Source: an optimization exercise on an open RTL-to-GDS flow (aim: small area, a short achievable clock period and few clock cycles per item). Production flows keep margins and buffers that such runs may drop. The RTL was checked by simulation tests, not by an equivalence proof against the original design.

==> flow/design.v (outline; a module is shown in full before it is edited, if it fits) <==
// module crpe_weights: 3032 lines
// module crpe_coef: 1578 lines
// module crpe_blend: 4343 lines
// module catmull_rom_point_evaluator_unit: 149 lines
module catmull_rom_point_evaluator_unit (
  input  logic                          clk,
  input  logic                          rst_n,
  input  logic                          in_valid,
  output logic                          in_ready,
  input  logic [crpe_pkg::T_FRAC_BITS-1:0] in_t_frac,
  output logic                          out_valid,
  input  logic                          out_ready,
  output logic [crpe_pkg::COORD_WIDTH-1:0] curve_x,
  output logic [crpe_pkg::COORD_WIDTH-1:0] curve_y,
  input  logic                          psel,
  input  logic                          penable,
  input  logic                          pwrite,
  input  logic [crpe_pkg::CFG_AW-1:0]   paddr,
  input  logic [crpe_pkg::CFG_DW-1:0]   pwdata,
  output logic [crpe_pkg::CFG_DW-1:0]   prdata,
  output logic                          pready
);
  // ...
==> flow/flow/run.sh <==
#!/bin/bash
# The standard layout (standard.sh, all steps), with Yosys's synth command
# given -noabc: the generic ABC pass before full-adder extraction is skipped,
# so that the explicit adder trees of the RTL reach extract_fa as written.
# The registers are those of the standard synthesis. Each tool's output goes
# to the ORFS logs under orfs/logs; make's output goes to standard_flow.log.
set -euo pipefail
bash standard.sh SYNTH_ARGS=-noabc finish > standard_flow.log 2>&1
==> flow/standard.sh <==
#!/bin/bash
# synth_recipe.tcl (not shown) runs the flow's synth.tcl, then flattens the netlist and writes it again
# the make line also repeats each setting of config.mk as NAME=value (left out here)
make -C /OpenROAD-flow-scripts/flow DESIGN_CONFIG=/design/flow/config.mk WORK_HOME=/design/flow/orfs CLKGATE_MAP_FILE= SYNTH_SCRIPT=/design/flow/synth_recipe.tcl "${@:-finish}"
==> flow/config.mk <==
export PLATFORM = sky130hd
export DESIGN_NAME = catmull_rom_point_evaluator_unit
export DESIGN_NICKNAME = catmull_rom_point_evaluator_unit
export VERILOG_FILES = /design/flow/design.v
export SDC_FILE = /design/flow/constraint.sdc
export NUM_CORES = 4
export LEC_CHECK = 0
export ABC_AREA = 1
export CAP_MARGIN = 20
export CORE_MARGIN = 2
export CORE_UTILIZATION = 40
export SETUP_SLACK_MARGIN = 5
export SLEW_MARGIN = 20
==> flow/constraint.sdc <==
create_clock -name core_clock -period 10.0 [get_ports {clk}]
set_input_delay 2.0000 -clock core_clock [delete_from_list [all_inputs] [get_ports {clk}]]
set_output_delay 2.0000 -clock core_clock [all_outputs]
set_load 0.01 [all_outputs]
==> results_dict.tcl, run 1 <==
set metrics [dict create \
    cts_sinks 659 \
    outcome "complete, no violations" \
    num_rows 160 \
    slew_headroom 0.193 \
    seq_area_frac 0.225 \
    top_regs "pt_r: 128 flops, u_blend_x.s3: 102 flops, u_blend_y.s3: 100 flops" \
    dpl.cell_count 9705 \
    start_util 0.403 \
    maxSlewViolCount 0 \
    synth_seq_cells 659 \
    synthSimpleGateAreaFrac 0.0683 \
    synth_top_family_by_area "adder cells" \
    worstReg2RegStart "u_weights.tt1[8]" \
    worst-path-buf-inv 3 \
    r2r_cells 16 \
    synth_top_cell_by_area "fa_1" \
    die_w_um 442 \
    path_class "reg2reg" \
    ioPinCount 127 \
    synth-xor-area-share 0.131 \
    grtUsageTotal 0.269 \
    htreeDepth 3 \
    clkCellAreaFrac 0.0321 \
    post-cts-setup-buffers 130 \
    tap_cells 2511 \
]
Testbench counts, summed over its fixed seeds: cycles 9,536, items 8,192.
==> module catmull_rom_point_evaluator_unit, before the edit <==
module catmull_rom_point_evaluator_unit (
  input  logic                          clk,
  input  logic                          rst_n,
  input  logic                          in_valid,
  output logic                          in_ready,
  input  logic [crpe_pkg::T_FRAC_BITS-1:0] in_t_frac,
  output logic                          out_valid,
  input  logic                          out_ready,
  output logic [crpe_pkg::COORD_WIDTH-1:0] curve_x,
  output logic [crpe_pkg::COORD_WIDTH-1:0] curve_y,
  input  logic                          psel,
  input  logic                          penable,
  input  logic                          pwrite,
  input  logic [crpe_pkg::CFG_AW-1:0]   paddr,
  input  logic [crpe_pkg::CFG_DW-1:0]   pwdata,
  output logic [crpe_pkg::CFG_DW-1:0]   prdata,
  output logic                          pready
);
  crpe_pkg::coord_t pt_r [crpe_pkg::NUM_REGS];
  crpe_pkg::reg_idx_t reg_idx;
  logic [15:0] rd_r;
  logic               wr_v;
  crpe_pkg::reg_idx_t wr_idx;
  crpe_pkg::coord_t   wr_data;
  logic               rst_r;
  assign reg_idx = paddr[crpe_pkg::CFG_AW-1:2];
  assign pready  = 1'b1;
  assign prdata  = {16'd0, rd_r};
  always_ff @(posedge clk) begin
    wr_v    <= psel && penable && pwrite;
    wr_idx  <= reg_idx;
    wr_data <= crpe_pkg::coord_t'(pwdata[crpe_pkg::COORD_WIDTH-1:0]);
    rst_r   <= !rst_n;
  end
  always_ff @(posedge clk) begin
    if (rst_r) begin
      for (int i = 0; i < crpe_pkg::NUM_REGS; i++) begin
        pt_r[i] <= crpe_pkg::reset_pt(i);
      end
    end else if (wr_v) begin
      pt_r[wr_idx] <= wr_data;
    end
  end
  always_ff @(posedge clk) begin
    if (rst_r) begin
      rd_r <= crpe_pkg::reset_pt(int'(reg_idx));
    end else if (wr_v && wr_idx == reg_idx) begin
      rd_r <= wr_data;
    end else begin
      rd_r <= pt_r[reg_idx];
    end
  end
  logic [crpe_pkg::NUM_STG-1:0] vld_r;
  logic        en;
  logic        acc;
  logic        skid_v;
  logic [15:0] skid_t;
  logic [15:0] u0;
  assign en  = !vld_r[crpe_pkg::NUM_STG-1] || out_ready;
  assign acc = in_valid && !skid_v;
  logic in_ready_r, out_valid_r;
  always_ff @(posedge clk) begin
    if (!rst_n) begin
      vld_r       <= '0;
      out_valid_r <= 1'b0;
      skid_v      <= 1'b0;
      in_ready_r  <= 1'b1;
    end else if (en) begin
      vld_r       <= {vld_r[crpe_pkg::NUM_STG-2:0], skid_v || acc};
      out_valid_r <= vld_r[crpe_pkg::NUM_STG-2];
      skid_v      <= 1'b0;
      in_ready_r  <= 1'b1;
    end else if (acc) begin
      skid_v      <= 1'b1;
      in_ready_r  <= 1'b0;
    end
  end
  always_ff @(posedge clk) begin
    if (!en && !skid_v) skid_t <= in_t_frac;
  end
  always_ff @(posedge clk) begin
    if (en) u0 <= skid_v ? skid_t : in_t_frac;
  end
  logic        sel_y;
  logic [15:0] q0, q1, q2, q3;
  logic [18:0] ca_x, ca_y;
  logic [17:0] cb_x, cb_y;
  logic [16:0] cc_x, cc_y;
  always_ff @(posedge clk) begin
    if (!rst_n) sel_y <= 1'b0;
    else        sel_y <= !sel_y;
  end
  assign q0 = sel_y ? pt_r[1] : pt_r[0];
  assign q1 = sel_y ? pt_r[3] : pt_r[2];
  assign q2 = sel_y ? pt_r[5] : pt_r[4];
  assign q3 = sel_y ? pt_r[7] : pt_r[6];
  crpe_coef u_coef (
    .clk   (clk),
    .sel_y (sel_y),
    .q0    (q0),
    .q1    (q1),
    .q2    (q2),
    .q3    (q3),
    .ca_x  (ca_x),
    .cb_x  (cb_x),
    .cc_x  (cc_x),
    .ca_y  (ca_y),
    .cb_y  (cb_y),
    .cc_y  (cc_y)
  );
  logic [15:0] e1_2;
  logic [23:0] ee2, eu2;
  crpe_weights u_weights (
    .clk  (clk),
    .en   (en),
    .u0   (u0),
    .e1_2 (e1_2),
    .ee2  (ee2),
    .eu2  (eu2)
  );
  crpe_blend u_blend_x (
    .clk   (clk),
    .en    (en),
    .e1_2  (e1_2),
    .ee2   (ee2),
    .eu2   (eu2),
    .ca    (ca_x),
    .cb    (cb_x),
    .cc    (cc_x),
    .p1    (pt_r[2]),
    .p2    (pt_r[4]),
    .coord (curve_x)
  );
  crpe_blend u_blend_y (
    .clk   (clk),
    .en    (en),
    .e1_2  (e1_2),
    .ee2   (ee2),
    .eu2   (eu2),
    .ca    (ca_y),
    .cb    (cb_y),
    .cc    (cc_y),
    .p1    (pt_r[3]),
    .p2    (pt_r[5]),
    .coord (curve_y)
  );
  assign in_ready  = in_ready_r;
  assign out_valid = out_valid_r;
endmodule
==> run 2, diff against run 1 <==
--- a/flow/design.v
+++ b/flow/design.v
@@ -6752,16 +6752,18 @@
   logic b_2105;
   logic b_2106;
   logic b_2107;
   logic b_2108;
   logic b_2109;
   logic b_2110;
   logic b_2111;
   logic b_2112;
+  logic [16:0] s4hi;
+  logic nz;
   logic b_2113;
   logic b_2114;
   logic b_2115;
   logic b_2116;
   logic b_2117;
   logic b_2118;
   logic b_2119;
   logic b_2120;
@@ -6798,18 +6800,22 @@
   logic b_2151;
   logic b_2152;
   logic b_2153;
   logic b_2154;
   logic b_2155;
   logic b_2156;
   logic b_2157;
   logic b_2158;
-  logic [16:0] s4hi;
-  logic nz;
+  logic b_2159;
+  logic b_2160;
+  logic b_2161;
+  logic b_2162;
+  logic b_2163;
+  logic [16:0] q;
   assign b_0 = e1_2[0] ^ 1'b0;
   assign b_1 = (e1_2[1] & ~e1_2[0] & ~1'b0) | (~e1_2[1] & e1_2[0] & 1'b0);
   assign b_2 = e1_2[1];
   assign b_3 = e1_2[2] ^ e1_2[1];
   assign b_4 = (e1_2[3] & ~e1_2[2] & ~e1_2[1]) | (~e1_2[3] & e1_2[2] & e1_2[1]);
   assign b_5 = e1_2[3];
   assign b_6 = e1_2[4] ^ e1_2[3];
   assign b_7 = (e1_2[5] & ~e1_2[4] & ~e1_2[3]) | (~e1_2[5] & e1_2[4] & e1_2[3]);
@@ -8810,171 +8816,175 @@
   assign b_2002 = b_1962 | (b_1963 & b_1960);
   assign b_2003 = b_1963 & b_1961;
   assign b_2004 = b_1966 | (b_1967 & b_1964);
   assign b_2005 = b_1967 & b_1965;
   assign b_2006 = b_1970 | (b_1971 & b_1968);
   assign b_2007 = b_1971 & b_1969;
   assign b_2008 = b_1974 | (b_1975 & b_1972);
   assign b_2009 = b_1975 & b_1973;
-  assign b_2010 = b_1912 | (b_1913 & b_1976);
-  assign b_2011 = b_1913 & b_1977;
-  assign b_2012 = b_1978 | (b_1979 & b_1976);
-  assign b_2013 = b_1979 & b_1977;
-  assign b_2014 = b_1920 | (b_1921 & b_1980);
-  assign b_2015 = b_1921 & b_1981;
-  assign b_2016 = b_1982 | (b_1983 & b_1980);
-  assign b_2017 = b_1983 & b_1981;
-  assign b_2018 = b_1928 | (b_1929 & b_1984);
-  assign b_2019 = b_1929 & b_1985;
-  assign b_2020 = b_1986 | (b_1987 & b_1984);
-  assign b_2021 = b_1987 & b_1985;
-  assign b_2022 = b_1936 | (b_1937 & b_1988);
-  assign b_2023 = b_1937 & b_1989;
-  assign b_2024 = b_1990 | (b_1991 & b_1988);
-  assign b_2025 = b_1991 & b_1989;
-  assign b_2026 = b_1944 | (b_1945 & b_1992);
-  assign b_2027 = b_1945 & b_1993;
-  assign b_2028 = b_1994 | (b_1995 & b_1992);
-  assign b_2029 = b_1995 & b_1993;
-  assign b_2030 = b_1952 | (b_1953 & b_1996);
-  assign b_2031 = b_1953 & b_1997;
-  assign b_2032 = b_1998 | (b_1999 & b_1996);
-  assign b_2033 = b_1999 & b_1997;
-  assign b_2034 = b_1960 | (b_1961 & b_2000);
-  assign b_2035 = b_1961 & b_2001;
-  assign b_2036 = b_2002 | (b_2003 & b_2000);
-  assign b_2037 = b_2003 & b_2001;
-  assign b_2038 = b_1968 | (b_1969 & b_2004);
-  assign b_2039 = b_1969 & b_2005;
-  assign b_2040 = b_2006 | (b_2007 & b_2004);
-  assign b_2041 = b_2007 & b_2005;
-  assign b_2042 = b_1916 | (b_1917 & b_2012);
-  assign b_2043 = b_1917 & b_2013;
-  assign b_2044 = b_1980 | (b_1981 & b_2012);
-  assign b_2045 = b_1981 & b_2013;
-  assign b_2046 = b_2014 | (b_2015 & b_2012);
-  assign b_2047 = b_2015 & b_2013;
-  assign b_2048 = b_2016 | (b_2017 & b_2012);
-  assign b_2049 = b_2017 & b_2013;
-  assign b_2050 = b_1932 | (b_1933 & b_2020);
-  assign b_2051 = b_1933 & b_2021;
-  assign b_2052 = b_1988 | (b_1989 & b_2020);
-  assign b_2053 = b_1989 & b_2021;
-  assign b_2054 = b_2022 | (b_2023 & b_2020);
-  assign b_2055 = b_2023 & b_2021;
-  assign b_2056 = b_2024 | (b_2025 & b_2020);
-  assign b_2057 = b_2025 & b_2021;
-  assign b_2058 = b_1948 | (b_1949 & b_2028);
-  assign b_2059 = b_1949 & b_2029;
-  assign b_2060 = b_1996 | (b_1997 & b_2028);
-  assign b_2061 = b_1997 & b_2029;
-  assign b_2062 = b_2030 | (b_2031 & b_2028);
-  assign b_2063 = b_2031 & b_2029;
-  assign b_2064 = b_2032 | (b_2033 & b_2028);
-  assign b_2065 = b_2033 & b_2029;
-  assign b_2066 = b_1964 | (b_1965 & b_2036);
-  assign b_2067 = b_1965 & b_2037;
-  assign b_2068 = b_2004 | (b_2005 & b_2036);
-  assign b_2069 = b_2005 & b_2037;
-  assign b_2070 = b_2038 | (b_2039 & b_2036);
-  assign b_2071 = b_2039 & b_2037;
-  assign b_2072 = b_2040 | (b_2041 & b_2036);
-  assign b_2073 = b_2041 & b_2037;
-  assign b_2074 = b_1924 | (b_1925 & b_2048);
-  assign b_2075 = b_1925 & b_2049;
-  assign b_2076 = b_1984 | (b_1985 & b_2048);
-  assign b_2077 = b_1985 & b_2049;
-  assign b_2078 = b_2018 | (b_2019 & b_2048);
-  assign b_2079 = b_2019 & b_2049;
-  assign b_2080 = b_2020 | (b_2021 & b_2048);
-  assign b_2081 = b_2021 & b_2049;
-  assign b_2082 = b_2050 | (b_2051 & b_2048);
-  assign b_2083 = b_2051 & b_2049;
-  assign b_2084 = b_2052 | (b_2053 & b_2048);
-  assign b_2085 = b_2053 & b_2049;
-  assign b_2086 = b_2054 | (b_2055 & b_2048);
-  assign b_2087 = b_2055 & b_2049;
-  assign b_2088 = b_2056 | (b_2057 & b_2048);
-  assign b_2089 = b_2057 & b_2049;
-  assign b_2090 = b_1956 | (b_1957 & b_2064);
-  assign b_2091 = b_1957 & b_2065;
-  assign b_2092 = b_2000 | (b_2001 & b_2064);
-  assign b_2093 = b_2001 & b_2065;
-  assign b_2094 = b_2034 | (b_2035 & b_2064);
-  assign b_2095 = b_2035 & b_2065;
-  assign b_2096 = b_2036 | (b_2037 & b_2064);
-  assign b_2097 = b_2037 & b_2065;
-  assign b_2098 = b_2066 | (b_2067 & b_2064);
-  assign b_2099 = b_2067 & b_2065;
-  assign b_2100 = b_2068 | (b_2069 & b_2064);
-  assign b_2101 = b_2069 & b_2065;
-  assign b_2102 = b_2070 | (b_2071 & b_2064);
-  assign b_2103 = b_2071 & b_2065;
-  assign b_2104 = b_2072 | (b_2073 & b_2064);
-  assign b_2105 = b_2073 & b_2065;
-  assign b_2106 = b_1940 | (b_1941 & b_2088);
-  assign b_2107 = b_1941 & b_2089;
-  assign b_2108 = b_1992 | (b_1993 & b_2088);
-  assign b_2109 = b_1993 & b_2089;
-  assign b_2110 = b_2026 | (b_2027 & b_2088);
-  assign b_2111 = b_2027 & b_2089;
-  assign b_2112 = b_2028 | (b_2029 & b_2088);
-  assign b_2113 = b_2029 & b_2089;
-  assign b_2114 = b_2058 | (b_2059 & b_2088);
-  assign b_2115 = b_2059 & b_2089;
-  assign b_2116 = b_2060 | (b_2061 & b_2088);
-  assign b_2117 = b_2061 & b_2089;
-  assign b_2118 = b_2062 | (b_2063 & b_2088);
-  assign b_2119 = b_2063 & b_2089;
-  assign b_2120 = b_2064 | (b_2065 & b_2088);
-  assign b_2121 = b_2065 & b_2089;
-  assign b_2122 = b_2090 | (b_2091 & b_2088);
-  assign b_2123 = b_2091 & b_2089;
-  assign b_2124 = b_2092 | (b_2093 & b_2088);
-  assign b_2125 = b_2093 & b_2089;
-  assign b_2126 = b_2094 | (b_2095 & b_2088);
-  assign b_2127 = b_2095 & b_2089;
-  assign b_2128 = b_2096 | (b_2097 & b_2088);
-  assign b_2129 = b_2097 & b_2089;
-  assign b_2130 = b_2098 | (b_2099 & b_2088);
-  assign b_2131 = b_2099 & b_2089;
-  assign b_2132 = b_2100 | (b_2101 & b_2088);
-  assign b_2133 = b_2101 & b_2089;
-  assign b_2134 = b_2102 | (b_2103 & b_2088);
-  assign b_2135 = b_2103 & b_2089;
-  assign b_2136 = b_2104 | (b_2105 & b_2088);
-  assign b_2137 = b_2105 & b_2089;
-  assign b_2138 = b_1972 | (b_1973 & b_2136);
-  assign b_2139 = b_1973 & b_2137;
-  assign b_2140 = b_2008 | (b_2009 & b_2136);
-  assign b_2141 = b_2009 & b_2137;
-  assign b_2142 = b_1943 ^ b_2106;
-  assign b_2143 = b_1945 ^ b_2108;
-  assign b_2144 = b_1947 ^ b_2110;
-  assign b_2145 = b_1949 ^ b_2112;
-  assign b_2146 = b_1951 ^ b_2114;
-  assign b_2147 = b_1953 ^ b_2116;
-  assign b_2148 = b_1955 ^ b_2118;
-  assign b_2149 = b_1957 ^ b_2120;
-  assign b_2150 = b_1959 ^ b_2122;
-  assign b_2151 = b_1961 ^ b_2124;
-  assign b_2152 = b_1963 ^ b_2126;
-  assign b_2153 = b_1965 ^ b_2128;
-  assign b_2154 = b_1967 ^ b_2130;
-  assign b_2155 = b_1969 ^ b_2132;
-  assign b_2156 = b_1971 ^ b_2134;
-  assign b_2157 = b_1973 ^ b_2136;
-  assign b_2158 = b_1975 ^ b_2138;
-  assign s4hi = {b_2158, b_2157, b_2156, b_2155, b_2154, b_2153, b_2152, b_2151, b_2150, b_2149, b_2148, b_2147, b_2146, b_2145, b_2144, b_2143, b_2142};
+  assign b_2010 = b_1978 | (b_1979 & b_1976);
+  assign b_2011 = b_1979 & b_1977;
+  assign b_2012 = b_1982 | (b_1983 & b_1980);
+  assign b_2013 = b_1983 & b_1981;
+  assign b_2014 = b_1986 | (b_1987 & b_1984);
+  assign b_2015 = b_1987 & b_1985;
+  assign b_2016 = b_1990 | (b_1991 & b_1988);
+  assign b_2017 = b_1991 & b_1989;
+  assign b_2018 = b_1994 | (b_1995 & b_1992);
+  assign b_2019 = b_1995 & b_1993;
+  assign b_2020 = b_1998 | (b_1999 & b_1996);
+  assign b_2021 = b_1999 & b_1997;
+  assign b_2022 = b_2002 | (b_2003 & b_2000);
+  assign b_2023 = b_2003 & b_2001;
+  assign b_2024 = b_2006 | (b_2007 & b_2004);
+  assign b_2025 = b_2007 & b_2005;
+  assign b_2026 = b_2012 | (b_2013 & b_2010);
+  assign b_2027 = b_2013 & b_2011;
+  assign b_2028 = b_2016 | (b_2017 & b_2014);
+  assign b_2029 = b_2017 & b_2015;
+  assign b_2030 = b_2020 | (b_2021 & b_2018);
+  assign b_2031 = b_2021 & b_2019;
+  assign b_2032 = b_2024 | (b_2025 & b_2022);
+  assign b_2033 = b_2025 & b_2023;
+  assign b_2034 = b_2028 | (b_2029 & b_2026);
+  assign b_2035 = b_2029 & b_2027;
+  assign b_2036 = b_2032 | (b_2033 & b_2030);
+  assign b_2037 = b_2033 & b_2031;
+  assign b_2038 = b_2036 | (b_2037 & b_2034);
+  assign b_2039 = b_2037 & b_2035;
+  assign b_2040 = b_2030 | (b_2031 & b_2034);
+  assign b_2041 = b_2031 & b_2035;
+  assign b_2042 = b_2014 | (b_2015 & b_2026);
+  assign b_2043 = b_2015 & b_2027;
+  assign b_2044 = b_2018 | (b_2019 & b_2034);
+  assign b_2045 = b_2019 & b_2035;
+  assign b_2046 = b_2022 | (b_2023 & b_2040);
+  assign b_2047 = b_2023 & b_2041;
+  assign b_2048 = b_1980 | (b_1981 & b_2010);
+  assign b_2049 = b_1981 & b_2011;
+  assign b_2050 = b_1984 | (b_1985 & b_2026);
+  assign b_2051 = b_1985 & b_2027;
+  assign b_2052 = b_1988 | (b_1989 & b_2042);
+  assign b_2053 = b_1989 & b_2043;
+  assign b_2054 = b_1992 | (b_1993 & b_2034);
+  assign b_2055 = b_1993 & b_2035;
+  assign b_2056 = b_1996 | (b_1997 & b_2044);
+  assign b_2057 = b_1997 & b_2045;
+  assign b_2058 = b_2000 | (b_2001 & b_2040);
+  assign b_2059 = b_2001 & b_2041;
+  assign b_2060 = b_2004 | (b_2005 & b_2046);
+  assign b_2061 = b_2005 & b_2047;
+  assign b_2062 = b_2008 | (b_2009 & b_2038);
+  assign b_2063 = b_2009 & b_2039;
+  assign b_2064 = b_1912 | (b_1913 & b_1976);
+  assign b_2065 = b_1913 & b_1977;
+  assign b_2066 = b_1916 | (b_1917 & b_2010);
+  assign b_2067 = b_1917 & b_2011;
+  assign b_2068 = b_1920 | (b_1921 & b_2048);
+  assign b_2069 = b_1921 & b_2049;
+  assign b_2070 = b_1924 | (b_1925 & b_2026);
+  assign b_2071 = b_1925 & b_2027;
+  assign b_2072 = b_1928 | (b_1929 & b_2050);
+  assign b_2073 = b_1929 & b_2051;
+  assign b_2074 = b_1932 | (b_1933 & b_2042);
+  assign b_2075 = b_1933 & b_2043;
+  assign b_2076 = b_1936 | (b_1937 & b_2052);
+  assign b_2077 = b_1937 & b_2053;
+  assign b_2078 = b_1940 | (b_1941 & b_2034);
+  assign b_2079 = b_1941 & b_2035;
+  assign b_2080 = b_1944 | (b_1945 & b_2054);
+  assign b_2081 = b_1945 & b_2055;
+  assign b_2082 = b_1948 | (b_1949 & b_2044);
+  assign b_2083 = b_1949 & b_2045;
+  assign b_2084 = b_1952 | (b_1953 & b_2056);
+  assign b_2085 = b_1953 & b_2057;
+  assign b_2086 = b_1956 | (b_1957 & b_2040);
+  assign b_2087 = b_1957 & b_2041;
+  assign b_2088 = b_1960 | (b_1961 & b_2058);
+  assign b_2089 = b_1961 & b_2059;
+  assign b_2090 = b_1964 | (b_1965 & b_2046);
+  assign b_2091 = b_1965 & b_2047;
+  assign b_2092 = b_1968 | (b_1969 & b_2060);
+  assign b_2093 = b_1969 & b_2061;
+  assign b_2094 = b_1972 | (b_1973 & b_2038);
+  assign b_2095 = b_1973 & b_2039;
+  assign b_2096 = b_1943 ^ b_2078;
+  assign b_2097 = b_1945 ^ b_2054;
+  assign b_2098 = b_1947 ^ b_2080;
+  assign b_2099 = b_1949 ^ b_2044;
+  assign b_2100 = b_1951 ^ b_2082;
+  assign b_2101 = b_1953 ^ b_2056;
+  assign b_2102 = b_1955 ^ b_2084;
+  assign b_2103 = b_1957 ^ b_2040;
+  assign b_2104 = b_1959 ^ b_2086;
+  assign b_2105 = b_1961 ^ b_2058;
+  assign b_2106 = b_1963 ^ b_2088;
+  assign b_2107 = b_1965 ^ b_2046;
+  assign b_2108 = b_1967 ^ b_2090;
+  assign b_2109 = b_1969 ^ b_2060;
+  assign b_2110 = b_1971 ^ b_2092;
+  assign b_2111 = b_1973 ^ b_2038;
+  assign b_2112 = b_1975 ^ b_2094;
+  assign s4hi = {b_2112, b_2111, b_2110, b_2109, b_2108, b_2107, b_2106, b_2105, b_2104, b_2103, b_2102, b_2101, b_2100, b_2099, b_2098, b_2097, b_2096};
   assign nz = ~(b_1875 & b_1877 & b_1879 & b_1881 & b_1883 & b_1885 & b_1887 & b_1889 & b_1891 & b_1893 & b_1895 & b_1897 & b_1899 & b_1901 & b_1903 & b_1905 & b_1907);
+  assign b_2113 = s4hi[16] & nz;
+  assign b_2114 = s4hi[1] & s4hi[0];
+  assign b_2115 = s4hi[3] & s4hi[2];
+  assign b_2116 = s4hi[5] & s4hi[4];
+  assign b_2117 = s4hi[7] & s4hi[6];
+  assign b_2118 = s4hi[9] & s4hi[8];
+  assign b_2119 = s4hi[11] & s4hi[10];
+  assign b_2120 = s4hi[13] & s4hi[12];
+  assign b_2121 = s4hi[15] & s4hi[14];
+  assign b_2122 = s4hi[2] & b_2114;
+  assign b_2123 = b_2115 & b_2114;
+  assign b_2124 = s4hi[6] & b_2116;
+  assign b_2125 = b_2117 & b_2116;
+  assign b_2126 = s4hi[10] & b_2118;
+  assign b_2127 = b_2119 & b_2118;
+  assign b_2128 = s4hi[14] & b_2120;
+  assign b_2129 = b_2121 & b_2120;
+  assign b_2130 = s4hi[4] & b_2123;
+  assign b_2131 = b_2116 & b_2123;
+  assign b_2132 = b_2124 & b_2123;
+  assign b_2133 = b_2125 & b_2123;
+  assign b_2134 = s4hi[12] & b_2127;
+  assign b_2135 = b_2120 & b_2127;
+  assign b_2136 = b_2128 & b_2127;
+  assign b_2137 = b_2129 & b_2127;
+  assign b_2138 = s4hi[8] & b_2133;
+  assign b_2139 = b_2118 & b_2133;
+  assign b_2140 = b_2126 & b_2133;
+  assign b_2141 = b_2127 & b_2133;
+  assign b_2142 = b_2134 & b_2133;
+  assign b_2143 = b_2135 & b_2133;
+  assign b_2144 = b_2136 & b_2133;
+  assign b_2145 = b_2137 & b_2133;
+  assign b_2146 = s4hi[16] & b_2145;
+  assign b_2147 = s4hi[0] ^ b_2113;
+  assign b_2148 = s4hi[1] ^ (b_2113 & s4hi[0]);
+  assign b_2149 = s4hi[2] ^ (b_2113 & b_2114);
+  assign b_2150 = s4hi[3] ^ (b_2113 & b_2122);
+  assign b_2151 = s4hi[4] ^ (b_2113 & b_2123);
+  assign b_2152 = s4hi[5] ^ (b_2113 & b_2130);
+  assign b_2153 = s4hi[6] ^ (b_2113 & b_2131);
+  assign b_2154 = s4hi[7] ^ (b_2113 & b_2132);
+  assign b_2155 = s4hi[8] ^ (b_2113 & b_2133);
+  assign b_2156 = s4hi[9] ^ (b_2113 & b_2138);
+  assign b_2157 = s4hi[10] ^ (b_2113 & b_2139);
+  assign b_2158 = s4hi[11] ^ (b_2113 & b_2140);
+  assign b_2159 = s4hi[12] ^ (b_2113 & b_2141);
+  assign b_2160 = s4hi[13] ^ (b_2113 & b_2142);
+  assign b_2161 = s4hi[14] ^ (b_2113 & b_2143);
+  assign b_2162 = s4hi[15] ^ (b_2113 & b_2144);
+  assign b_2163 = s4hi[16] ^ (b_2113 & b_2145);
+  assign q = {b_2163, b_2162, b_2161, b_2160, b_2159, b_2158, b_2157, b_2156, b_2155, b_2154, b_2153, b_2152, b_2151, b_2150, b_2149, b_2148, b_2147};
   logic [101:0] s3;
   always_ff @(posedge clk) if (en) s3 <= {b_1671, b_1771, b_1769, b_1665, b_1768, b_1766, b_1664, b_1765, b_1763, b_1658, b_1762, b_1760, b_1647, b_1759, b_1757, b_1646, b_1756, b_1754, b_1640, b_1753, b_1751, b_1634, b_1750, b_1748, b_1628, b_1747, b_1745, b_1622, b_1744, b_1742, b_1616, b_1741, b_1739, b_1610, b_1738, b_1736, b_1604, b_1735, b_1733, b_1598, b_1732, b_1730, b_1592, b_1729, b_1727, b_1586, b_1726, b_1724, b_1580, b_1723, b_1721, b_1574, b_1720, b_1718, b_1568, b_1717, b_1715, b_1562, b_1714, b_1712, b_1556, b_1711, b_1709, b_1550, b_1708, b_1706, b_1544, b_1705, b_1703, b_1538, b_1702, b_1700, b_1532, b_1699, b_1697, b_1526, b_1696, b_1694, b_1520, b_1693, b_1691, b_1514, b_1690, b_1688, b_1508, b_1687, b_1685, b_1502, b_1684, b_1682, b_1496, b_1681, b_1679, b_1491, b_1678, b_1676, b_25, b_1675, b_1673, b_24, b_184, b_1672};
-  logic [16:0] q;
-  assign q = s4hi + {16'd0, s4hi[16] & nz};
   always_ff @(posedge clk) begin
     if (en) coord <= (q[16] != q[15]) ? {q[16], {15{~q[16]}}} : q[15:0];
   end
 endmodule
 module catmull_rom_point_evaluator_unit (
   input  logic                          clk,
   input  logic                          rst_n,
   input  logic                          in_valid,
@@ -9052,29 +9062,34 @@
     end
   end
   always_ff @(posedge clk) begin
     if (!en && !skid_v) skid_t <= in_t_frac;
   end
   always_ff @(posedge clk) begin
     if (en) u0 <= skid_v ? skid_t : in_t_frac;
   end
-  logic        sel_y;
+  logic        sel_y, sel_m;
   logic [15:0] q0, q1, q2, q3;
   logic [18:0] ca_x, ca_y;
   logic [17:0] cb_x, cb_y;
   logic [16:0] cc_x, cc_y;
   always_ff @(posedge clk) begin
-    if (!rst_n) sel_y <= 1'b0;
-    else        sel_y <= !sel_y;
+    if (!rst_n) begin
+      sel_y <= 1'b0;
+      sel_m <= 1'b0;
+    end else begin
+      sel_y <= !sel_y;
+      sel_m <= !sel_m;
+    end
   end
-  assign q0 = sel_y ? pt_r[1] : pt_r[0];
-  assign q1 = sel_y ? pt_r[3] : pt_r[2];
-  assign q2 = sel_y ? pt_r[5] : pt_r[4];
-  assign q3 = sel_y ? pt_r[7] : pt_r[6];
+  assign q0 = sel_m ? pt_r[1] : pt_r[0];
+  assign q1 = sel_m ? pt_r[3] : pt_r[2];
+  assign q2 = sel_m ? pt_r[5] : pt_r[4];
+  assign q3 = sel_m ? pt_r[7] : pt_r[6];
   crpe_coef u_coef (
     .clk   (clk),
     .sel_y (sel_y),
     .q0    (q0),
     .q1    (q1),
     .q2    (q2),
     .q3    (q3),
     .ca_x  (ca_x),
==> run 2 against run 1 <==
  * Critical path depth is 6 lower
  * Routed wire length is 0.61% lower
  * Final area is 0.97% lower
  * Hold slack better by 13 ps
  * Via count is 0.90% lower
  * Synthesized area is 0.50% lower
  * Largest cell class unchanged
  * Fmax is 0.27% lower
  * Clock-buffer cell count stayed put
==> results_dict.tcl, run 2 <==
set metrics [dict create \
    route.detailed.drc 0 \
    area.sequential_mm2 0.0194 \
    cts_sinks 660 \
    num_vias 58722 \
    fillers 17502 \
    slew_headroom 0.172 \
    top_register "pt_r" \
    multi_input_area_mm2 0.0524 \
    cap_viol_max_count 0 \
    synthSimpleGateAreaFrac 0.0593 \
    fmaxAchievable_ghz 0.200 \
    synth_edf_count 614 \
    ys_async_sr_fraction 0 \
    grt_max_degree 146 \
    endpoint_kind "flop" \
    cp_max_fo 19 \
    dr.pass1.iters 8 \
    synth_seq_cells 660 \
    synth_top_area_share 0.309 \
    cp_common_cell "fa_1" \
    post_synth_mux_area_share 0.00324 \
    antenna_left 0 \
    numCtsBuffers 78 \
    layout_commonest_cell "fa_1" \
    dp_hpwl_um 190000 \
    routed_wl_um 267000 \
    top_regs "pt_r: 128 flops, u_blend_x.s3: 102 flops, u_blend_y.s3: 100 flops" \
    synth_compound_area_frac 0.110 \
    die_w_um 441 \
    synth_common_cells "fa_1 (1181), xor2_1 (1108), o22ai_1 (958), inv_1 (903), nand2_1 (636)" \
    grtUsageTotal 0.271 \
    netlist_instances 7295 \
    cp.required_ps 10420 \
    ys_seq_area_frac 0.253 \
    grt_overflow 0 \
    synth-xor-area-share 0.131 \
    drtIter0Drc 7384 \
    worst_pin_slew_ps 1230 \
    post-synth-top-count-cell "fa_1" \
    ctsHoldBuffers 0 \
    setup_tns_ps 0 \
    min_period_over_period 0.500 \
    htreeDepth 3 \
    grt_pass1_vias 59942 \
    num_rows 160 \
    cts-root-buf "clkbuf_16" \
    core_area_mm2 0.190 \
    yosys-top-cells-area "fa_1 (31%), edfxtp_1 (24%), xor2_1 (13%)" \
    die_h_um 441 \
    post-route-min-period_ps 5000 \
    cts_tree "yes" \
    synth_cell_types 58 \
    dpl.cell_count 9534 \
    maxSlewViolCount 0 \
    clockBufferDepth 3 \
    ioPinCount 127 \
    antenna_found_initial 3 \
    routed_via_density 5.95 \
    synth.avg_cell_area_um2 10.5 \
    synthFlopType "edfxtp_1" \
    rsz0062_at_grt "true" \
    synth_top_cell_by_area "fa_1" \
    dieArea_mm2 0.195 \
    hold_class "reg2reg" \
    clkLatencyLatePin_ps 750 \
    cp-start-kind "flop" \
    crit_arrival_ps 5420 \
    start_util 0.403 \
    largest_reg_flops 128 \
    synth_fa_ha_area_frac 0.370 \
    grt_pass1_wl_um 389000 \
    final_cell_mix "fa_1 (1167), xor2_1 (1099), o22ai_1 (948)" \
    drive_gt1_frac 0.0964 \
    fin_cells 9874 \
    yosys_warnings 4 \
    path_class "reg2reg" \
    outcome "complete, no violations" \
    clk_pin_slew_ps 70 \
    cp_cell_sequence "clkinv_4 -> buf_4 -> o22ai_1 -> xor2_1 -> fa_1 -> fa_1 -> fa_1 -> fa_1 -> fa_1 -> fa_1" \
    wl_per_cell_um 27.0 \
    synth_top_family_by_area "adder cells" \
    io_buffers 91 \
    finalHoldViolations 0 \
    slowest_delay_ps 620 \
    setup_viol 0 \
    final_nets 8910 \
    netlist_area_mm2 0.0765 \
    crit_slowest_cell "fa_1" \
    finClkSkew_ps 80.5 \
    area_delta_synth_final_pct 11.3 \
    gp_congestion 1.05 \
]
==> run 2: worst paths after layout <==
path	start	endpoint	slack [ps]	cells past startpoint
max reg2reg	u_weights.ee2[9]	u_blend_y.s3[52]	5000	10
max	u_weights.ee2[9]	u_blend_y.s3[52]	5000	10
min	in_ready_r	in_ready_r	470	2
min reg2reg	in_ready_r	in_ready_r	470	2
==> run 2: area by class of cell <==
type	instances	area share
clock inverters	47	0.00691
inverters	961	0.0448
clock buffers	97	0.0245
repair buffers	401	0.0430
flip-flops and latches	660	0.228
well taps	2511	0.0369
diodes	1	0.0000294
repair inverters	1	0.0000882
multi-input cells	5195	0.616
==> run 2: what timing repair did <==
item / 4_1_cts / 5_1_grt
cloned: 5 / 1
pin swaps: 13 / 65
buffers inserted: 104 / 84
resized for setup: 131 / 167
endpoints found under the setup margin: 160 / 144
==> run 2: worst max-delay path: cells and delay by family (launching register included) <==
kind | cells | cell delay [ps]
AOI/OAI and AO/OA | 1 | 130
xor gates and xnor gates | 1 | 210
adders and majority gates | 6 | 3140
buffers and inverters | 2 | 620
DFF | 1 | 540
==> run 2: metal layers <==
layer  track usage  vias up  routed length [µm]  share of wire
li1              -    24252                   -              -
met4         0.167        4               21300          0.080
met2         0.412     4001              117000           0.44
met3        0.0852     1061               30700           0.12
met1         0.335    29404               97300           0.36
met5             0        -                  33        0.00012
==> run 2: stage by stage <==
step / area, µm² / hold WS, ps / util / worst slack [ps]
floorplan: 76600 / 432 / - / 939
global placement: 79600 / 461 / 0.419 / 4030
detailed placement: 79600 / 461 / 0.419 / 3950
global route: 85100 / 488 / 0.448 / 4860
CTS: 83600 / 473 / 0.440 / 4890
finish: 85100 / 472 / 0.448 / 5000
==> run 2: cells by family (layout without fill, tap and decap cells) <==
group,count (synthesis),after routing
buf+inv,1458,1507
compound gates,1374,1374
flops,660,660
fa+ha+maj,1552,1552
mux,22,22
xor+xnor,1143,1143
other cells,2,18
simple gates,1084,1087
Testbench counts of run 2, summed over its fixed seeds: cycles 9,536, items 8,192.
==> run 3, diff against run 2 <==
--- a/flow/config.mk
+++ b/flow/config.mk
@@ -10,4 +10,6 @@
 export CORE_MARGIN = 2
 export CORE_UTILIZATION = 40
+export CTS_CLUSTER_DIAMETER = 120
+export CTS_CLUSTER_SIZE = 20
 export SETUP_SLACK_MARGIN = 5
 export SLEW_MARGIN = 20
==> run 3 against run 2 <==
  * Critical path type unchanged
  * Utilization shrank 0.57 points
  * Sequential share of layout area grew 0.29 points
  * Clock skew shrank 2.2 ps
  * Fmax shrank 0.62%
  * Register-to-register slack lost 30 ps
  * Global-route usage shrank 0.14 points
  * First-iteration DRC count grew 1.9%
==> results_dict.tcl, run 3 <==
set metrics [dict create \
    outcome "complete, no violations" \
    gp_congestion 1.05 \
    cp.required_ps 10400 \
    post-route-min-period_ps 5030 \
    multi_input_area_mm2 0.0526 \
    place_ws_ps 3950 \
    worstHoldStart "in_ready_r" \
    placed_area_mm2 0.0796 \
    ys_async_sr_fraction 0 \
    worst_pin_slew_ps 1080 \
    grtUsageTotal 0.269 \
    grt_overflow 0 \
    clk_pin_slew_ps 90 \
    wl_per_cell_um 27.2 \
    io_buffers 91 \
    fillers 17606 \
    numCtsBuffers 42 \
    synth_common_cells "fa_1 (1181), xor2_1 (1108), o22ai_1 (958), inv_1 (903), nand2_1 (636)" \
    synth_seq_cells 660 \
    clockBufferDepth 3 \
    final_nets 8886 \
    area_delta_synth_final_pct 9.86 \
    drive_gt1_frac 0.0926 \
    synth-xor-area-share 0.131 \
    routed_via_density 5.96 \
    slew_headroom 0.280 \
    top_register "pt_r" \
    netlist_instances 7295 \
    reg2reg_slack_ps 4970 \
    cp-start-kind "flop" \
    htreeDepth 2 \
    antenna_left 0 \
    endpoint_kind "flop" \
    finalHoldViolations 0 \
    crit_arrival_ps 5430 \
    core_area_mm2 0.190 \
    ys_seq_area_frac 0.253 \
    synth_fa_ha_area_frac 0.370 \
    grt_pass1_wl_um 388000 \
    finClkSkew_ps 78.3 \
    fin_area_mm2 0.0840 \
    synth_top_area_share 0.309 \
    ctsHoldBuffers 0 \
    synth_top_cell_by_area "fa_1" \
    final_cell_mix "fa_1 (1163), xor2_1 (1096), o22ai_1 (946)" \
    worstReg2RegStart "u_coef.cb_y[10]" \
    die_w_um 441 \
    r2r_end "u_blend_y.s3[52]" \
    worstHoldPathCells 2 \
    route.detailed.drc 0 \
    synthFlopType "edfxtp_1" \
    antenna_found_initial 1 \
    ioPinCount 127 \
    largest_reg_flops 128 \
    num_vias 58578 \
    post-synth-top-count-cell "fa_1" \
    synth_compound_area_frac 0.110 \
    post_synth_mux_area_share 0.00324 \
    dieArea_mm2 0.195 \
    area.sequential_mm2 0.0194 \
    cts-root-buf "clkbuf_16" \
    yosys-top-cells-area "fa_1 (31%), edfxtp_1 (24%), xor2_1 (13%)" \
    grt_max_degree 146 \
    cap_viol_max_count 0 \
    yosys_warnings 4 \
    drtIter0Drc 7524 \
    die_h_um 441 \
    cp_max_fo 16 \
    path_class "reg2reg" \
    synth.avg_cell_area_um2 10.5 \
    maxSlewViolCount 0 \
    num_rows 160 \
    cts_sinks 660 \
    hold_class "reg2reg" \
    fin_util 0.442 \
    dr.pass1.iters 9 \
    dp_hpwl_um 190000 \
    hold_end "in_ready_r" \
    fmaxAchievable_ghz 0.199 \
    rsz0062_at_grt "true" \
    synth_edf_count 614 \
    synth_top_family_by_area "adder cells" \
    synthSimpleGateAreaFrac 0.0593 \
    setup_viol 0 \
    finalWorstSetupSlack_ps 4970 \
    routed_wl_um 267000 \
    clkLatencyLatePin_ps 710 \
    grt_pass1_vias 59753 \
    layout_commonest_cell "fa_1" \
    min_period_over_period 0.503 \
    r2r_cells 9 \
    setup_tns_ps 0 \
    top_regs "pt_r: 128 flops, u_blend_x.s3: 102 flops, u_blend_y.s3: 100 flops" \
    netlist_area_mm2 0.0765 \
    cts_tree "yes" \
    synth_cell_types 58 \
    start_util 0.403 \
]
==> run 3: cell counts after synthesis <==
No cell type changed its count.
==> run 3: final cells by class <==
cell class / instances / area share
multi-input cells: 5195 / 0.626
flip-flops and latches: 660 / 0.230
inverters: 961 / 0.0455
repair buffers: 413 / 0.0448
well taps: 2511 / 0.0374
clock buffers: 62 / 0.0137
clock inverters: 11 / 0.00211
diodes: 11 / 0.000328
repair inverters: 1 / 0.0000893
==> run 3: per-stage QoR <==
step | hold slack, ps | cells
floorplan | 432 | 7310
global placement | 461 | 9534
detailed placement | 461 | 9534
CTS | 476 | 9721
global route | 491 | 9814
finish | 474 | 9825
==> run 3: worst max-delay path by stage <==
stage	start	endpoint	slack, ps
global route	u_weights.tt1[12]	u_weights.e1_2[15]	4810
detailed placement	u_weights.eu1[23]	u_weights.e1_2[15]	3950
finish	u_coef.cb_y[10]	u_blend_y.s3[52]	4970
global placement	u_weights.eu1[23]	u_weights.e1_2[15]	4030
CTS	u_weights.tt1[15]	u_weights.e1_2[15]	4920
floorplan	out_ready	skid_t[0]	940
==> run 3: timing repair <==
| item | 4_1_cts | 5_1_grt |
|---|---|---|
| gates resized for setup | 148 | 184 |
| cloned | 6 | 2 |
| endpoints found under the setup margin | 160 | 142 |
| setup buffers | 108 | 90 |
| pin swaps | 13 | 79 |
| endpoints found under the hold margin | 0 | 0 |
==> run 3: cell families after synthesis <==
family | count (synthesis)
xor gates and xnor gates | 1143
AOI/OAI and AO/OA | 1374
and+or+nand+nor | 1084
muxes | 22
buffers and inverters | 1458
other | 2
adders and majority gates | 1552
DFF | 660
==> run 3: layer usage <==
metal / track usage / share of wire / vias up
li1: - / - / 24156
met1: 0.336 / 0.37 / 29410
met2: 0.411 / 0.44 / 3948
met3: 0.0782 / 0.11 / 1060
met4: 0.168 / 0.080 / 4
met5: 0.00220 / 0.00062 / -
==> run 3: worst max-delay path, stage by stage, from the launching register on <==
cell	delay, ps
edfxtp_1	380
inv_1	740
o22ai_1	230
xor2_1	230
fa_1	620
fa_1	490
fa_1	570
fa_1	550
fa_1	460
fa_1	450
==> run 4, diff against run 3 <==
==> flow/flow/run.sh (replaced) <==
#!/bin/bash
# The standard layout (standard.sh, all steps), with Yosys's synth command
# given -noabc: the generic ABC pass before full-adder extraction is skipped,
# so that the explicit adder trees of the RTL reach extract_fa as written.
# The buffers that ABC inserts are removed at floorplan (REMOVE_ABC_BUFFERS),
# leaving buffering to OpenROAD's repair. The registers are those of the
# standard synthesis. Each tool's output goes to the ORFS logs under
# orfs/logs; make's output goes to standard_flow.log.
set -euo pipefail
bash standard.sh SYNTH_ARGS=-noabc REMOVE_ABC_BUFFERS=1 finish > standard_flow.log 2>&1
==> run 4 against run 3 <==
  * Highest routed layer unchanged
  * Die area is the same
  * Cell count barely moved
  * Sequential cell count unchanged
  * First-iteration DRC count is 1.1% lower
  * Critical path type unchanged
  * Clock skew is 26 ps lower
  * Critical endpoint is now u_weights.e1_2[15]
  * Utilization increased by 0.10 points
==> results_dict.tcl, run 4 <==
set metrics [dict create \
    outcome "complete, no violations" \
    synth_edf_count 614 \
    route.detailed.drc 0 \
    path_class "reg2reg" \
    numCtsBuffers 43 \
    cp_common_cell "fa_1" \
    cap_viol_max_count 0 \
    yosys-top-cells-area "fa_1 (31%), edfxtp_1 (24%), xor2_1 (13%)" \
    cts-root-buf "clkbuf_16" \
    yosys_warnings 4 \
    finClkSkew_ps 52.8 \
    grt_pass1_vias 59887 \
    rsz0062_at_grt "true" \
    fmaxAchievable_ghz 0.199 \
    cts_tree "yes" \
    die_h_um 441 \
    io_buffers 91 \
    timing.hold.ws_ps 455 \
    ys_async_sr_fraction 0 \
    wl_per_cell_um 26.9 \
    dp_hpwl_um 190000 \
    place_ws_ps 3420 \
    hold_class "reg2reg" \
    drive_gt1_frac 0.0947 \
    synth_top_area_share 0.309 \
    setup_viol 0 \
    top_register "pt_r" \
    die_w_um 441 \
    synthFlopType "edfxtp_1" \
    synth_top_cell_by_area "fa_1" \
    top_regs "pt_r: 128 flops, u_blend_x.s3: 102 flops, u_blend_y.s3: 100 flops" \
    core_area_mm2 0.190 \
    post-route-min-period_ps 5030 \
    antenna_found_initial 14 \
    antenna_left 0 \
    grt_overflow 0 \
    fin_util 0.443 \
    cp_max_fo 5 \
    start_util 0.403 \
    cts_sinks 660 \
    synth_common_cells "fa_1 (1181), xor2_1 (1108), o22ai_1 (958), inv_1 (903), nand2_1 (636)" \
    htreeDepth 2 \
    min_period_over_period 0.503 \
    netlist_area_mm2 0.0765 \
    num_vias 58301 \
    endpoint_kind "flop" \
    finalWorstSetupSlack_ps 4970 \
    slowest_delay_ps 550 \
    crit_arrival_ps 5470 \
    post-synth-top-count-cell "fa_1" \
    cp.required_ps 10440 \
    largest_reg_flops 128 \
    gp_congestion 1.01 \
    ys_seq_area_frac 0.253 \
    num_rows 160 \
    grtUsageTotal 0.267 \
    dieArea_mm2 0.195 \
    grt_max_degree 129 \
    finalHoldViolations 0 \
    slew_headroom 0.208 \
    clkLatencyLatePin_ps 700 \
    crit_slowest_cell "fa_1" \
    clockBufferDepth 3 \
    ctsHoldBuffers 0 \
    final_cell_mix "fa_1 (1161), xor2_1 (1098), o22ai_1 (940)" \
    netlist_instances 7295 \
    synth_seq_cells 660 \
    area_delta_synth_final_pct 10.1 \
    worst_pin_slew_ps 1190 \
    grt_pass1_wl_um 386000 \
    cp_cell_sequence "clkinvlp_4 -> o22ai_2 -> xor2_2 -> ha_1 -> fa_1 -> inv_1 -> fa_2 -> fa_1 -> fa_1 -> ha_4 -> inv_6 -> nor2_4 -> nor2_2 -> nor2_2 -> nor2_4 -> o21ai_4 -> inv_2 -> nor3_2 -> nor3_2 -> nand3_1 -> nand2_1" \
    clk_pin_slew_ps 90 \
    dr.pass1.iters 7 \
    layout_commonest_cell "fa_1" \
    routed_via_density 5.94 \
    synth_cell_types 58 \
    cp-start-kind "flop" \
    fin_area_mm2 0.0842 \
    placed_area_mm2 0.0795 \
    routed_wl_um 264000 \
    maxSlewViolCount 0 \
    synth.avg_cell_area_um2 10.5 \
    drtIter0Drc 7438 \
    ioPinCount 127 \
    final_nets 8894 \
]
-- run 4: cell counts after synthesis --
Identical to the previous run, type by type.
-- run 4: metrics by stage --
step / std cells / TNS, ps
detailed placement: 9533 / 0
CTS: 9693 / 0
global route: 9821 / 0
finish: 9822 / 0
floorplan: 6813 / -37070
global placement: 9533 / 0
-- run 4: critical path: cells and delay by family, from the launching register on --
family,cells,cell delay (ps)
buffers and inverters,4,430
XOR/XNOR,1,210
adder cells (fa/ha/maj),6,2480
AND/OR/NAND/NOR,8,720
flip-flops,1,450
AO/OA/AOI/OAI,2,520
-- run 4: repair_timing --
item                       4_1_cts  5_1_grt
setup endpoints to repair      211      128
resized for setup              170      186
setup buffers                   83      122
cloned                           5        5
pin swaps                       21       89
-- run 4: final cells by class --
class | count | area (µm²)
multi-input cells | 5196 | 52600
repair buffers | 418 | 3910
clock buffers | 60 | 1140
well taps | 2511 | 3140
repair inverters | 2 | 15.0
clock inverters | 12 | 184
inverters | 961 | 3860
fillers | 17715 | 106000
flip-flops and latches | 660 | 19400
diodes | 2 | 5.00
-- run 4: routing by layer --
layer / up-vias / share of wire / global-route usage
met5: - / 0.00050 / 0
met4: 14 / 0.072 / 0.156
met3: 972 / 0.12 / 0.0710
met2: 3951 / 0.43 / 0.404
met1: 29183 / 0.38 / 0.345
li1: 24181 / - / -
-- run 4: final timing paths --
kind              slack [ps]            endpoint               from  depth (start not counted)
setup / recovery        4970  u_weights.e1_2[15]  u_weights.tt1[14]                         21
hold / removal           450            vld_r[4]           vld_r[3]                          2
setup reg to reg        4970  u_weights.e1_2[15]  u_weights.tt1[14]                         21
hold reg to reg          450            vld_r[4]           vld_r[3]                          2
-- run 4: cell families (layout without fill, tap and decap cells) --
| family | after synthesis | after routing | share of synthesized area |
|---|---|---|---|
| buf+inv | 1458 | 1453 | 0.0732 |
| flops | 660 | 660 | 0.253 |
| mux | 22 | 22 | 0.00324 |
| simple gates | 1084 | 1088 | 0.0593 |
| compound gates | 1374 | 1374 | 0.110 |
| other cells | 2 | 19 | 0.0000982 |
| fa+ha+maj | 1552 | 1552 | 0.370 |
| xor+xnor | 1143 | 1143 | 0.131 |

what the ideal ports hide:
The results above use ideal ports. As a check the final layouts listed here were re-extracted and re-timed, cells and wires unchanged.
Step 1: set_driving_cell puts a clkbuf_16 on clk and a buf_2 on each other input, an assumption about the parent block.
Step 2 also shifts input and output timing later by t, the mid clock arrival at the registers, as if the neighbouring blocks saw the same clock.
Slacks: ideal ports / drivers / drivers and shift; pairs: ideal ports / drivers.
| run | t (ns) | setup slack, ns | worst setup path at the end | pins driven straight from the clock port |
|---|---|---|---|---|
| run 1 | 0.796 | 5.013 / 5.013 / 5.010 | input to register | 1 |
| run 2 | 0.804 | 4.999 / 4.999 / 4.999 | register to register | 1 |
| run 3 | 0.756 | 4.968 / 4.968 / 4.968 | register to register | 1 |
| run 4 | 0.766 | 4.972 / 4.972 / 4.570 | input to register | 1 |
After both steps setup and hold are still met in every run listed. For run 4, which loses most, drivers alone change the setup slack by 0.000 ns; drivers and shift together by -0.402 ns.
